Background: an optimization exercise with open tools, aiming at small area. Do not read the settings as production practice. Only simulation tests tie the RTL to the original design; equivalence was not proved. Power figures rest on the tool's default switching activity, not on a simulated workload. The clock port is modelled as an ideal driver; clocking choices that lean on that would not hold on a real chip.

## design/flow/config.mk

```make
export PLATFORM = sky130hd
export DESIGN_NAME = fpu_lite
export DESIGN_NICKNAME = fpu_lite
export VERILOG_FILES = /design/flow/design.v
export SDC_FILE = /design/flow/constraint.sdc
export NUM_CORES = 4
export LEC_CHECK = 0
export CAP_MARGIN = 20
export CORE_MARGIN = 2
export CORE_UTILIZATION = 60
export CTS_CLUSTER_DIAMETER = 100
export CTS_CLUSTER_SIZE = 30
export GPL_TIMING_DRIVEN = 0
export SLEW_MARGIN = 20
export SYNTH_HIERARCHICAL = 1
export SYNTH_MINIMUM_KEEP_SIZE = 0
```

## design/flow/constraint.sdc

```tcl
create_clock -name core_clock -period 4.5 [get_ports {clk_i}]
set_input_delay 0.9000 -clock core_clock [delete_from_list [all_inputs] [get_ports {clk_i}]]
set_output_delay 0.9000 -clock core_clock [all_outputs]
set_load 0.01 [all_outputs]
```

## design/flow/design.v

```verilog
`timescale 1ns/10ps
module fpu_lite (
  input  logic        clk_i,
  input  logic        reset_i,
  input  logic        issue_valid_i,
  output logic        issue_ready_o,
  input  logic [31:0] issue_instr_i,
  input  logic [31:0] issue_int_op_i,
  output logic        issue_accept_o,
  output logic        result_valid_o,
  input  logic        result_ready_i,
  output logic [31:0] result_data_o,
  output logic [4:0]  result_rd_o,
  output logic        result_we_o
);
  logic p_q;
  always_ff @(posedge clk_i) p_q <= ~(p_q | reset_i);
  logic [4:0] rd, rs1, rs2;
  logic [2:0] f3;
  logic [4:0] f7hi;
  assign rd   = issue_instr_i[11:7];
  assign f3   = issue_instr_i[14:12];
  assign rs1  = issue_instr_i[19:15];
  assign rs2  = issue_instr_i[24:20];
  assign f7hi = issue_instr_i[31:27];
  logic base_ok, dec_sgnj, dec_mvxw, dec_mvwx;
  assign base_ok  = (issue_instr_i[6:0] == 7'b1010011) && (issue_instr_i[26:25] == 2'b00);
  assign dec_sgnj = (f7hi == 5'b00100) && (f3[2] == 1'b0) && (f3[1:0] != 2'b11);
  assign dec_mvxw = (f7hi == 5'b11100) && (f3 == 3'b000) && (rs2 == 5'b0);
  assign dec_mvwx = (f7hi == 5'b11110) && (f3 == 3'b000) && (rs2 == 5'b0);
  assign issue_accept_o = base_ok && (dec_sgnj || dec_mvxw || dec_mvwx);
  logic is_wx, is_xw, is_sgnj;
  assign is_wx   = issue_instr_i[28];
  assign is_xw   = issue_instr_i[31] & ~issue_instr_i[28];
  assign is_sgnj = ~issue_instr_i[31];
  logic       ex_valid_q, ex_xw_q;
  logic [4:0] ex_rd_q;
  logic       res_valid_q, res_xw_q;
  logic [4:0] res_rd_q;
  logic advance, fire, fire_fp;
  assign advance = ~res_valid_q | result_ready_i;
  assign fire    = issue_valid_i & issue_accept_o & advance;
  assign fire_fp = fire & ~is_xw;
  assign issue_ready_o = advance;
  always_ff @(posedge clk_i) begin
    if (reset_i) begin
      ex_valid_q    <= 1'b0;
      res_valid_q   <= 1'b0;
    end else if (advance) begin
      ex_valid_q    <= issue_valid_i & issue_accept_o;
      res_valid_q   <= ex_valid_q;
    end
  end
  always_ff @(posedge clk_i) begin
    if (advance) begin
      ex_xw_q  <= is_xw;
      ex_rd_q  <= rd;
      res_xw_q <= ex_xw_q;
      res_rd_q <= ex_rd_q;
    end
  end
  logic [31:0][31:0] rf_q;
  logic [31:0]       ex_q;
  logic [1:0][31:0] rsel_h, rnsel_h;
  logic [1:0][31:0] col_h;
  logic [31:0]      cl;
  for (genvar h = 0; h < 2; h++) begin : gen_half
    fpu_lite_rowdec i_rowdec (.a(rd), .we(fire_fp), .rst(reset_i), .sel(rsel_h[h]), .nsel(rnsel_h[h]));
    for (genvar j = 0; j < 32; j++) begin : gen_col
      fpu_lite_or2 i_col (.a(cl[j]), .b(reset_i), .y(col_h[h][j]));
    end
  end
  logic [31:0][31:0] rf_d;
  for (genvar k = 0; k < 32; k++) begin : gen_rf_row
    for (genvar j = 0; j < 32; j++) begin : gen_rf_bit
      fpu_lite_oai22 i_cell (.a0(rnsel_h[j / 16][k]), .a1(col_h[k / 16][j]), .b0(rf_q[k][j]),
                             .b1(rsel_h[j / 16][k]), .y(rf_d[k][j]));
    end
  end
  always_ff @(posedge clk_i) rf_q <= rf_d;
  logic en1;
  assign en1 = ~is_wx;
  logic [1:0][31:0] sel1_h;
  for (genvar h = 0; h < 2; h++) begin : gen_sel1
    fpu_lite_seldec i_seldec (.a(rs1), .en(en1), .sel(sel1_h[h]));
  end
  logic [31:0] ip;
  assign ip = issue_int_op_i ^ {32{p_q}};
  logic [31:0] raw1;
  for (genvar j = 0; j < 32; j++) begin : gen_rd_bit
    logic [32:0] rsel;
    assign rsel = {is_wx, sel1_h[j / 16]};
    logic [32:0] rv;
    logic [10:0] g;
    logic [2:0]  n;
    for (genvar k = 0; k < 32; k++) begin : gen_rv
      assign rv[k] = rf_q[k][j];
    end
    assign rv[32] = ip[j];
    for (genvar m = 0; m < 11; m++) begin : gen_g
      fpu_lite_aoi222 i_g (.a0(rsel[3*m]), .b0(rv[3*m]), .a1(rsel[3*m+1]), .b1(rv[3*m+1]),
                           .a2(rsel[3*m+2]), .b2(rv[3*m+2]), .y(g[m]));
    end
    fpu_lite_nand4 i_n0 (.a(g[0]), .b(g[1]), .c(g[2]),  .d(g[3]),  .y(n[0]));
    fpu_lite_nand4 i_n1 (.a(g[4]), .b(g[5]), .c(g[6]),  .d(g[7]),  .y(n[1]));
    fpu_lite_nand3 i_n2 (.a(g[8]), .b(g[9]), .c(g[10]), .y(n[2]));
    fpu_lite_or3   i_o  (.a(n[0]), .b(n[1]), .c(n[2]), .y(raw1[j]));
  end
  logic [31:0] sgn_col;
  always_comb begin
    for (int k = 0; k < 32; k++) sgn_col[k] = rf_q[k][31];
  end
  logic raw2;
  assign raw2 = sgn_col[rs2];
  assign cl[30:0] = raw1[30:0];
  assign cl[31]   = is_sgnj ? (f3[1] ? (raw1[31] ^ raw2 ^ p_q) : (raw2 ^ f3[0])) : raw1[31];
  logic hold, load;
  assign hold = res_valid_q & ~result_ready_i;
  assign load = ~hold;
  logic [31:0] res_q, ex_d, res_d;
  for (genvar j = 0; j < 32; j++) begin : gen_pipe_bit
    fpu_lite_oai22 i_ex  (.a0(hold), .a1(cl[j]),   .b0(ex_q[j]),  .b1(load), .y(ex_d[j]));
    fpu_lite_oai22 i_res (.a0(hold), .a1(ex_q[j]), .b0(res_q[j]), .b1(load), .y(res_d[j]));
  end
  always_ff @(posedge clk_i) begin
    ex_q  <= ex_d;
    res_q <= res_d;
  end
  assign result_valid_o = res_valid_q;
  assign result_data_o  = res_q ^ {32{p_q}};
  assign result_rd_o    = res_rd_q;
  assign result_we_o    = res_xw_q;
endmodule
module fpu_lite_rowdec (input logic [4:0] a, input logic we, rst,
                        output logic [31:0] sel, nsel);
  logic [3:0] lo;
  logic [7:0] hi;
  for (genvar i = 0; i < 4; i++) begin : gen_lo
    assign lo[i] = rst | (we & (a[1:0] == i));
  end
  for (genvar i = 0; i < 8; i++) begin : gen_hi
    assign hi[i] = rst | (a[4:2] == i);
  end
  for (genvar k = 0; k < 32; k++) begin : gen_row
    assign sel[k]  = lo[k % 4] & hi[k / 4];
    assign nsel[k] = ~sel[k];
  end
endmodule
module fpu_lite_seldec (input logic [4:0] a, input logic en, output logic [31:0] sel);
  for (genvar k = 0; k < 32; k++) begin : gen_sel
    assign sel[k] = en & (a == k);
  end
endmodule
module fpu_lite_or2 (input logic a, b, output logic y);
  assign y = a | b;
endmodule
module fpu_lite_oai22 (input logic a0, a1, b0, b1, output logic y);
  assign y = ~((a0 | a1) & (b0 | b1));
endmodule
module fpu_lite_aoi222 (input logic a0, b0, a1, b1, a2, b2, output logic y);
  assign y = ~((a0 & b0) | (a1 & b1) | (a2 & b2));
endmodule
module fpu_lite_aoi22 (input logic a0, b0, a1, b1, output logic y);
  assign y = ~((a0 & b0) | (a1 & b1));
endmodule
module fpu_lite_nand4 (input logic a, b, c, d, output logic y);
  assign y = ~(a & b & c & d);
endmodule
module fpu_lite_nand3 (input logic a, b, c, output logic y);
  assign y = ~(a & b & c);
endmodule
module fpu_lite_or3 (input logic a, b, c, output logic y);
  assign y = a | b | c;
endmodule
```

## design/flow/run.sh

```bash
#!/bin/bash
# synth_recipe.tcl (not shown) runs the flow's synth.tcl, then flattens the netlist and writes it again
# the make line also repeats each setting of config.mk as NAME=value (left out here)
make -C /OpenROAD-flow-scripts/flow DESIGN_CONFIG=/design/flow/config.mk WORK_HOME=/design/flow/orfs CLKGATE_MAP_FILE= SYNTH_SCRIPT=/design/flow/synth_recipe.tcl finish
```

==> results.json, run 1 <==
{
  "setup_ws_ns": -0.176,
  "worst_path_largest_cell_delay_ns": 0.99,
  "io_buffers": 107,
  "failed_checks": "setup timing",
  "cp_max_fo": 16,
  "critPathCaptureType": "flop",
  "yosysWarnings": 7,
  "slowest_stage": "dlygate4sd2_1",
  "maxSlewViolCount": 0,
  "clk_pin_slew_worst_paths_ns": 0.11,
  "dieHeight_um": 251,
  "ys_ff_latch": 1103,
  "setup_viol": 190,
  "skew_ns": 0.0377,
  "io_pins": 109,
  "cts_tree": "done",
  "crit_required_ns": 5.06,
  "synth_top_area_share_pct": 59.6,
  "timing.fmax_ghz": 0.214,
  "maxCapViolCount": 0,
  "antenna_found_initial": 6,
  "path_cells": "dlygate4sd2_1 > nand4bb_1 > nor2_2 > a222oi_1 > nand4_1 > or3_1 > or2_1 > o22ai_1",
  "h-tree-depth": 2,
  "clock_path_buffers": 3,
  "dpl.hpwl_um": 87800,
  "overflow": 0,
  "wl_per_cell_um": 32.4,
  "syn_inst": 3164,
  "whs_path_depth": 0,
  "place.gp.congestion": 0.997,
  "crit_path_start_kind": "primary input",
  "yosysSeqAreaShare_pct": 60.6,
  "synth-edff-count": 12,
  "drive_above_1_share_pct": 8.81,
  "fp.dieW_um": 251,
  "dieArea_mm2": 0.0631,
  "drtIter0Drc": 7118,
  "insertion_delay_ns": 0.65,
  "rsz0062_at_grt": "true",
  "synthesis.nets": 3232,
  "synth.area.top_cells": "dfxtp_1 60%, o22ai_1 19%, a222oi_1 9.6%",
  "rows": 90,
  "power_density_mw_per_mm2": 494,
  "p_total_mw": 20.2,
  "drc_errors": 0,
  "hold_viol_final": 0,
  "ant_nets": 0,
  "yosysTopAreaCell": "dfxtp_1",
  "syn-cell-area_mm2": 0.0367,
  "max_slew.worst_pin.slew_ns": 1.30,
  "grt_first_pass_wirelength_um": 196000,
  "yosysUniqueCellTypes": 46,
  "start_util_pct": 60.7,
  "grt_max_degree": 81,
  "numCtsBuffers": 42,
  "drt-total-wl_um": 134000,
  "cts-root-buf": "clkbuf_16",
  "nets": 3418,
  "fin_crit_ns": 4.68,
  "clkSinkCount": 1103,
  "post-route-period-util_pct": 104,
  "synthFlopType": "dfxtp_1",
  "track_usage_pct": 40.3,
  "areaGrowthSynthToFinish_pct": 11.5,
  "viasPerCell": 8.10,
  "slew-limit-headroom_pct": 13.6,
  "ir_worst_vdd_mv": 0.368,
  "status": "complete, but fails checks",
  "async_flop_share_pct": 0,
  "holdCritPathClass": "reg -> reg",
  "crit_type": "in -> reg",
  "drtPass1Iterations": 9,
  "arrival_ns": 5.24,
  "num_vias": 33541,
  "avgSynthCellArea_um2": 11.6,
  "grt_pass1_vias": 30821,
  "leakagePower_nw": 14.7,
  "core_mm2": 0.0604,
  "finish.utilization_pct": 67.7,
  "rr_worst_depth": 7
}
==> stage by stage <==
step | std cells | setup TNS [ns] | hold slack, ns | instance area, um^2 | worst slack [ns]
global placement | 4053 | -2433.14 | 0.401 | 38700 | -2.63
finish | 4141 | -11.62 | 0.430 | 40900 | -0.176
CTS | 4136 | 0 | 0.431 | 40700 | 0.0165
floorplan | 3164 | 0 | 0.400 | 36700 | 0.303
detailed placement | 4089 | -1180.52 | 0.405 | 39500 | -1.63
global route | 4140 | -0.772 | 0.442 | 40900 | -0.0428
==> flip-flops by register name, indices dropped and copies added (netlist names) <==
register and count:
ex_xw_q 1, ex_q 32, res_valid_q 1, res_rd_q 5
rf_q 1024, res_xw_q 1, res_q 32, ex_rd_q 5
ex_valid_q 1, p_q 1
==> worst max-delay path: cells and delay by family <==
| family | cells | cell delay [ns] |
|---|---|---|
| compound gates | 2 | 1.09 |
| simple gates | 5 | 2.23 |
| buf+inv | 1 | 0.99 |
==> Yosys cell counts, types with 12 or more instances <==
cell type,n
nand3_1,36
nand2_1,14
edfxtp_1,12
clkbuf_1,20
mux2i_1,16
or3_1,33
nor2_1,69
or2_1,66
xor2_1,64
a222oi_1,352
o21a_1,20
buf_6,17
o22ai_1,1088
nand4_1,67
a21o_1,30
dfxtp_1,1091
a21oi_1,47
a21o_2,12
o21ai_0,17
==> path summary, 6_finish.rpt <==
| check | startpoint | to | slack, ns |
|---|---|---|---|
| worst max-delay path | issue_instr_i[18] | rf_q[195] | -0.18 |
| worst max register to register | res_valid_q | rf_q[904] | 0.62 |
| worst min register to register | ex_xw_q | res_xw_q | 0.43 |
| worst min-delay path | ex_xw_q | res_xw_q | 0.43 |
==> per-module statistics from Yosys (local to each module, per instance) <==
module / cell area, um^2 / flops+latches
fpu_lite_or2: 6.26 / 0
fpu_lite: 23300 / 1103
fpu_lite_aoi222: 10.0 / 0
fpu_lite_nand3: 5.00 / 0
fpu_lite_rowdec: 697 / 0
fpu_lite_or3: 6.26 / 0
fpu_lite_nand4: 6.26 / 0
fpu_lite_oai22: 6.26 / 0
fpu_lite_seldec: 234 / 0
==> cells in the final DEF (no fill, tap or decap), drive strengths merged, types with 4 or more instances in the layout <==
master,n
a31o,4
xor2,64
nand4,68
mux2i,16
o22ai,1088
a22oi,5
nor3,5
nand4bb,6
o21ai,21
and2,4
and3b,10
clkdlybuf4s50,101
nand4b,6
a222oi,352
buf,75
nand3,37
or3,33
a21o,42
dfxtp,1091
o21a,20
or2,66
a21oi,47
nand2,14
nor2,69
edfxtp,12
nor3b,9
clkbuf,63
nand2b,8
==> kinds of logic (layout without fill, tap and decap cells) <==
family                 after synthesis  count (layout)  synth area share, %
multiplexers                        16              16                0.437
AO/OA/AOI/OAI                     1580            1580                 30.6
flip-flops                        1103            1103                 60.6
XOR/XNOR                            66              66                 1.58
other                                0               1                    0
AND/OR/NAND/NOR                    343             344                 5.73
buffers and inverters               56             249                 1.06
==> area by class of cell <==
cell class | instances | area [um^2]
flip-flops and latches | 1103 | 22200
fillers | 4528 | 19500
multi-input cells | 2006 | 14600
repair buffers | 147 | 1580
clock buffers | 50 | 1140
well taps | 782 | 978
plain buffers | 47 | 360
inverters | 2 | 15.0
clock inverters | 2 | 10.0
repair inverters | 1 | 5.00
diodes | 1 | 2.50
==> metal layers <==
layer,vias to the layer above,GRT usage [%],part of all wire [%]
li1,14049,-,-
met1,16422,57.5,39
met2,2679,58.1,42
met3,391,11.7,15
met4,0,14.7,4.2
met5,-,0,0
==> timing repair <==
item,CTS,global route
resized for setup,17,26
buffers inserted,1,3
pin swaps,0,3
endpoints found under the setup margin,1036,597
gates cloned,1,1
hold buffers,0,0
==> report_power, final <==
part | switching (mW) | total, mW | internal (mW)
sequential | 0.924 | 12.4 | 11.4
clock | 2.95 | 4.77 | 1.83
combinational | 1.90 | 3.08 | 1.18
total | 5.77 | 20.2 | 14.4
==> run 2, diff against run 1 <==
==> design/flow/flow/run.sh (new file) <==
#!/bin/bash
set -euo pipefail
bash standard.sh synth > log_synth.txt 2>&1
export BUFFER_PORTS_ARGS="-buffer_cell sky130_fd_sc_hd__buf_1"
export CTS_ARGS="-sink_clustering_enable -repair_clock_nets -sink_clustering_size 30 -sink_clustering_max_diameter 100 -dont_use_dummy_load"
bash standard.sh floorplan > log_floorplan.txt 2>&1
bash standard.sh place > log_place.txt 2>&1
bash standard.sh cts > log_cts.txt 2>&1
bash standard.sh route > log_route.txt 2>&1
bash standard.sh finish > log_finish.txt 2>&1
test -f out/final.def
==> design/flow/standard.sh (new file) <==
#!/bin/bash
# synth_recipe.tcl (not shown) runs the flow's synth.tcl, then flattens the netlist and writes it again
# the make line also repeats each setting of config.mk as NAME=value (left out here)
make -C /OpenROAD-flow-scripts/flow DESIGN_CONFIG=/design/flow/config.mk WORK_HOME=/design/flow/orfs CLKGATE_MAP_FILE= SYNTH_SCRIPT=/design/flow/synth_recipe.tcl "${@:-finish}"
removed: design/flow/run.sh
==> run 2 against run 1 <==
The layout still fails its checks (setup timing). Worst hold slack hardly changed. Sequential cell count stayed put. Sequential power hardly changed. Power is 1.7% lower. Core utilization is 1.5 points lower. Critical path depth is 2 higher. Largest cell class unchanged.
==> results.json, run 2 <==
{
  "insertion_delay_ns": 0.64,
  "r2r-start": "res_valid_q",
  "slowest_stage": "o21a_1",
  "dpl.hpwl_um": 85700,
  "grt_pass1_vias": 30829,
  "yosysSeqAreaShare_pct": 60.6,
  "fin_crit_ns": 4.58,
  "rows": 90,
  "synth_most_common_cell": "dfxtp_1",
  "maxCapViolCount": 0,
  "core_mm2": 0.0604,
  "syn-cell-area_mm2": 0.0367,
  "dieArea_mm2": 0.0631,
  "synthFlopType": "dfxtp_1",
  "drive_above_1_share_pct": 8.31,
  "hold_viol_final": 0,
  "synthesis.nets": 3232,
  "io_buffers": 107,
  "power_density_mw_per_mm2": 497,
  "dieHeight_um": 251,
  "place.gp.congestion": 0.988,
  "start_util_pct": 60.7,
  "ant_nets": 0,
  "ys_ff_latch": 1103,
  "cts-root-buf": "clkbuf_16",
  "synth-edff-count": 12,
  "io_pins": 109,
  "ir_worst_vdd_mv": 0.378,
  "top_regs": "rf_q (1024), ex_q (32), res_q (32)",
  "num_vias": 33320,
  "leakagePower_nw": 14.3,
  "path_cells": "buf_2 > buf_16 > or4_1 > a21oi_1 > and2_1 > nor3b_2 > a31o_2 > buf_2 > o21a_1 > o22ai_1",
  "yosysUniqueCellTypes": 46,
  "crit_path_start_kind": "primary input",
  "overflow": 0,
  "yosysWarnings": 7,
  "synth_top_family_by_area": "compound AO/OA/AOI/OAI gates",
  "crit_required_ns": 4.95,
  "fp.dieW_um": 251,
  "whs_endpoint": "res_rd_q[2]",
  "status": "complete, but fails checks",
  "top_register": "rf_q",
  "mostFrequentLayoutCells": "1091 x dfxtp_1, 1088 x o22ai_1, 352 x a222oi_1, 102 x buf_1, 67 x nand4_1",
  "failed_checks": "setup timing",
  "whs_path_depth": 0,
  "rr_worst_depth": 8,
  "finish.utilization_pct": 66.2,
  "synth.area.top_cells": "dfxtp_1 60%, o22ai_1 19%, a222oi_1 9.6%",
  "holdCritPathClass": "reg -> reg",
  "maxSlewViolCount": 0,
  "track_usage_pct": 39.9,
  "max_slew.worst_pin.slew_ns": 1.13,
  "synth.area.mux_share_pct": 0.437,
  "drtIter0Drc": 6759,
  "timing.fmax_ghz": 0.218,
  "yosysTopAreaCell": "dfxtp_1",
  "grt_max_degree": 81,
  "h-tree-depth": 2,
  "post_dp_cell_area_mm2": 0.0388,
  "clkSinkCount": 1103,
  "slew-limit-headroom_pct": 24.8,
  "wl_per_cell_um": 31.8,
  "synth_common_cells": "1091 x dfxtp_1, 1088 x o22ai_1, 352 x a222oi_1",
  "skew_ns": 0.0320,
  "setup_ws_ns": -0.0770,
  "numCtsBuffers": 42,
  "syn_inst": 3164,
  "antenna_found_initial": 6,
  "post-route-period-util_pct": 102,
  "dp_cells": 4086,
  "clock_path_buffers": 3,
  "layout_commonest_cell": "dfxtp_1",
  "rrSetupSlack_ns": 0.11,
  "final_area_mm2": 0.0400,
  "grt_first_pass_wirelength_um": 194000,
  "cpMostUsedCell": "buf_2",
  "nets": 3416,
  "synth_fa_ha_area_share_pct": 0,
  "arrival_ns": 5.02,
  "cp_max_fo": 19,
  "critPathCaptureType": "flop",
  "cts_tree": "done",
  "async_flop_share_pct": 0,
  "synth_xor_area_share_pct": 1.58,
  "clk_pin_slew_worst_paths_ns": 0.11,
  "drtPass1Iterations": 15,
  "drc_errors": 0,
  "hp-start": "ex_rd_q[2]",
  "setup_viol": 19,
  "synthSimpleGateAreaFrac_pct": 5.73,
  "rsz0062_at_grt": "true",
  "avgSynthCellArea_um2": 11.6,
  "crit_type": "in -> reg",
  "synth_top_area_share_pct": 59.6,
  "fin_cells": 4132,
  "r2r-end": "rf_q[122]",
  "synth_compound_area_share_pct": 30.6,
  "drt-total-wl_um": 132000,
  "worst_path_largest_cell_delay_ns": 0.86,
  "largest_register_ffs": 1024,
  "viasPerCell": 8.06,
  "areaGrowthSynthToFinish_pct": 9.06
}
run 2: cell families after synthesis:
| group | after synthesis |
|---|---|
| DFF | 1103 |
| buffers and inverters | 56 |
| muxes | 16 |
| AOI/OAI and AO/OA | 1580 |
| xor gates and xnor gates | 66 |
| and+or+nand+nor | 343 |
run 2: through the flow:
step	hold WS, ns	setup slack (ns)	TNS [ns]	total power, mW
2_1_floorplan	0.400	0.303	0	14.1
3_3_place_gp	0.405	-2.40	-2183.55	15.0
3_5_place_dp	0.408	-1.59	-1118.88	15.3
4_1_cts	0.434	0.00608	0	19.7
5_1_grt	0.440	-0.0165	-0.0165	20.5
6_report	0.431	-0.0770	-0.350	19.9
run 2: per-module statistics from Yosys (local to each module, per instance), excerpt:
module,times used,cells,flops+latches
fpu_lite_seldec,2,47,0
fpu_lite_aoi222,352,1,0
fpu_lite_nand3,32,1,0
fpu_lite_rowdec,2,95,0
fpu_lite_or3,32,1,0
fpu_lite_or2,64,1,0
run 2: how the worst max path moves through the flow:
| stage | start | end | slack [ns] | cells past startpoint |
|---|---|---|---|---|
| 2_1_floorplan | result_ready_i | rf_q[896] | 0.30 | 7 |
| 3_3_place_gp | issue_instr_i[28] | rf_q[899] | -2.40 | 9 |
| 3_5_place_dp | result_ready_i | rf_q[909] | -1.59 | 9 |
| 4_1_cts | issue_instr_i[28] | rf_q[991] | 0.006 | 11 |
| 5_1_grt | issue_instr_i[15] | rf_q[991] | -0.02 | 11 |
| 6_report | issue_instr_i[28] | rf_q[122] | -0.08 | 10 |
run 2: power breakdown:
group / total (mW) / leakage [nW] / internal (mW) / switching [mW]
Combinational: 2.93 / 4.50 / 1.04 / 1.89
Sequential: 12.3 / 9.32 / 11.4 / 0.914
Clock: 4.59 / 0.518 / 1.70 / 2.89
Total: 19.9 / 14.3 / 14.2 / 5.69
run 2: cell type report:
type	instances	area (um^2)
repair buffers	145	858
multi-input cells	2005	14500
clock buffers	42	1050
repair inverters	1	5.00
inverters	2	15.0
flip-flops and latches	1103	22200
diodes	4	10.0
plain buffers	48	359
well taps	782	978
fillers	4660	20400
run 2: critical path, delay by kind of cell:
family | cells | cell delay [ns]
AO/OA/AOI/OAI | 4 | 1.94
AND/OR/NAND/NOR | 3 | 1.27
buffers and inverters | 3 | 0.87
run 2: metal layers:
| layer | track usage (%) | vias up | share of wire (%) |
|---|---|---|---|
| met3 | 12.5 | 339 | 14 |
| met1 | 56.7 | 16361 | 40 |
| met5 | 0 | - | 0 |
| met4 | 14.7 | 0 | 3.8 |
| met2 | 56.9 | 2608 | 42 |
| li1 | - | 14012 | - |
run 2: what timing repair did:
action | 4_1_cts | 5_1_grt
gates cloned | 1 | 0
buffers inserted | 1 | 2
hold buffers | 0 | 0
resized for setup | 18 | 6
endpoints found under the setup margin | 1024 | 433

## what the ideal ports hide
How much do the figures lean on ideal ports? The routed layouts below were timed once more, with nothing changed but the port constraints.
Step 1, drivers: a clkbuf_16 drives clk_i and a buf_2 each remaining input, both assumed.
Step 2 adds t to the input delays and takes it off the output delays; t is the mean of the earliest and latest rising clock arrival at the registers after step 1. Input paths then give back, and output paths get back, about the clock's delay inside the block.
Three values: ideal, step 1, step 2; two values: the first two.
run	t, ns	setup WS [ns]	cell pins on the clock port's net
run 1	0.692	-0.176 / -0.131 / -0.823	1
run 2	0.689	-0.077 / -0.035 / -0.724	1
